Background: an optimization exercise with open tools, aiming at small area, a short achievable clock period and few clock cycles per item. Do not read the settings as production practice.
In this exercise RTL edits were held to simulation tests only and were not proved equivalent to the original.

Setup of cedar:
==> module taylor_cos, before the edit <==
module taylor_cos
(
   input  logic         clock,
   input  logic         reset,
   input  logic         start,
   input  logic [W-1:0] angle_in,
   output logic         ready_out,
   output logic [W-1:0] cos_out
);
   logic [4:0]  step_q;     
   logic        ready_q;
   logic [24:0] a_q;        
   logic [24:0] b_q;        
   logic        idle;
   logic        accept;
   logic [24:0] s_row;
   logic [24:0] mul_p;
   logic [3:0]  t;
   logic [24:0] acc4;
   logic [23:0] x;
   assign x = a_q[23:0];
   assign idle   = ~|step_q;
   assign accept = idle & start;
   fxp_mul u_mul (
      .a_in (a_q[23:0]),
      .b_in (b_q),
      .s_in (s_row),
      .p_c  (mul_p)
   );
   always_comb begin
      s_row = {{24{b_q[23]}} & b_q[23:0], 1'b0};
      if (step_q[1]) s_row = 25'h1ffd27d;    
      if (step_q[2]) s_row = 25'h0055555;    
      if (step_q[3]) s_row = 25'h1c00000;    
      if (step_q[4]) s_row = 25'h0800000;    
   end
   logic [7:0] c;
   assign c[0] = x >= 24'd2897;
   assign c[1] = x >= 24'd5931643;
   assign c[2] = x >= 24'd8388609;
   assign c[3] = x >= 24'd10273906;
   assign c[4] = x >= 24'd11863284;
   assign c[5] = x >= 24'd13263555;
   assign c[6] = x >= 24'd14529496;
   assign c[7] = x >= 24'd15693649;
   assign t[3] = c[7];
   assign t[2] = c[3] & ~c[7];
   assign t[1] = (c[1] & ~c[3]) | (c[5] & ~c[7]);
   assign t[0] = (c[0] & ~c[1]) | (c[2] & ~c[3]) | (c[4] & ~c[5]) | (c[6] & ~c[7]);
   assign acc4 = 25'd208 - {21'd0, t};
   always_ff @(posedge clock or posedge reset) begin
      if (reset) begin
         step_q  <= 5'd0;
         ready_q <= 1'b0;
      end else begin
         step_q <= {step_q[3:0], accept};
         if (accept)         ready_q <= 1'b0;
         else if (step_q[4]) ready_q <= 1'b1;
      end
   end
   always_ff @(posedge clock) begin
      if (accept) begin
         a_q   <= {1'b0, angle_in};
         b_q   <= {1'b0, angle_in};
      end else if (step_q[0]) begin
         a_q <= acc4;
         b_q <= mul_p;
      end else if (!idle) begin
         a_q <= mul_p;
      end
   end
   assign ready_out = ready_q;
   assign cos_out   = a_q[24] ? {W{1'b0}} : a_q[W-1:0];
endmodule
Settings: LEC_CHECK=0, ABC_AREA=1, CAP_MARGIN=20, CORE_MARGIN=2, CORE_UTILIZATION=40, SLEW_MARGIN=20, SYNTH_HIERARCHICAL=1; clock period 12.0 ns.
standard.sh (not shown) runs the stock make flow with config.mk's settings and CLKGATE_MAP_FILE= SYNTH_SCRIPT=/design/flow/synth_recipe.tcl, a recipe that flattens the netlist after the stock synthesis.
==> flow/flow/run.sh <==
#!/bin/bash
set -euo pipefail
bash standard.sh SETUP_SLACK_MARGIN=5.5 "BUFFER_PORTS_ARGS=-buffer_cell sky130_fd_sc_hd__buf_1" finish > flow.log 2>&1
cedar finished every step from synthesis to the final layout, and the layout passed the timing, DRC and antenna checks.
Testbench counts of cedar, summed over its fixed seeds: cycles 3,072, items 512.
[inputs] oak vs cedar
--- a/flow/design.v
+++ b/flow/design.v
@@ -2289,17 +2289,13 @@
       if (step_q[4]) s_row = 25'h0800000;    
    end
-   logic [7:0] c;
-   assign c[0] = x >= 24'd2897;
+   logic [4:1] c;
    assign c[1] = x >= 24'd5931643;
    assign c[2] = x >= 24'd8388609;
    assign c[3] = x >= 24'd10273906;
    assign c[4] = x >= 24'd11863284;
-   assign c[5] = x >= 24'd13263555;
-   assign c[6] = x >= 24'd14529496;
-   assign c[7] = x >= 24'd15693649;
-   assign t[3] = c[7];
-   assign t[2] = c[3] & ~c[7];
-   assign t[1] = (c[1] & ~c[3]) | (c[5] & ~c[7]);
-   assign t[0] = (c[0] & ~c[1]) | (c[2] & ~c[3]) | (c[4] & ~c[5]) | (c[6] & ~c[7]);
+   assign t[3] = 1'b0;
+   assign t[2] = c[3];
+   assign t[1] = c[1] & ~c[3];
+   assign t[0] = ~c[1] | (c[2] & ~c[3]) | c[4];
    assign acc4 = 25'd208 - {21'd0, t};
    always_ff @(posedge clock or posedge reset) begin
## What came out
Relative to cedar, the top fanout value on the critical path of oak is lower by 2.
Compare oak and cedar | final core utilization higher: oak
Looking at launching instance or port of the critical path, the a_q[13]$_DFFE_PP_ result is from oak; the a_q[7]$_DFFE_PP_ one comes from cedar.
Average cell area after synthesis was lower in the run labelled cedar.
Compared with cedar, oak shows a higher non-clock buffer count.
Compared with cedar, oak shows minimum setup slack in the final design lower by 45 ps.
oak vs cedar — via count dropped 481.
| aggregate routed wire length | oak vs cedar | better |
From cedar to oak the numbers moved as follows: area growth from synthesis to final layout increased 0.95 points, relative slew slack increased 13 points, clock skew decreased 7.8 ps.
Testbench counts of oak, summed over its fixed seeds: cycles 3,072, items 512.

static timing again, ports no longer ideal:
How much do the figures lean on ideal ports? The routed layouts below were timed once more, with nothing changed but the port constraints.
Step 1 sets driving cells, clkbuf_16 on the clock port and buf_2 on the other inputs (assumed; they add their load-dependent delay and slew).
Step 2 moves the port delays by t, midway between the first and last clock arrival at a register: inputs arrive t later, outputs are due t later. That takes back most of the time a late clock gives input paths.
a / b / c = no drivers / after step 1 / after step 2; a / b = the first two.
run | t (ns) | setup slack, ns | worst data-port slew with drivers (ns)
cedar | 0.366 | 5.764 / 5.764 / 5.764 | 0.04
oak | 0.369 | 5.719 / 5.719 / 5.719 | 0.04
After both steps every run listed still meets setup and hold.
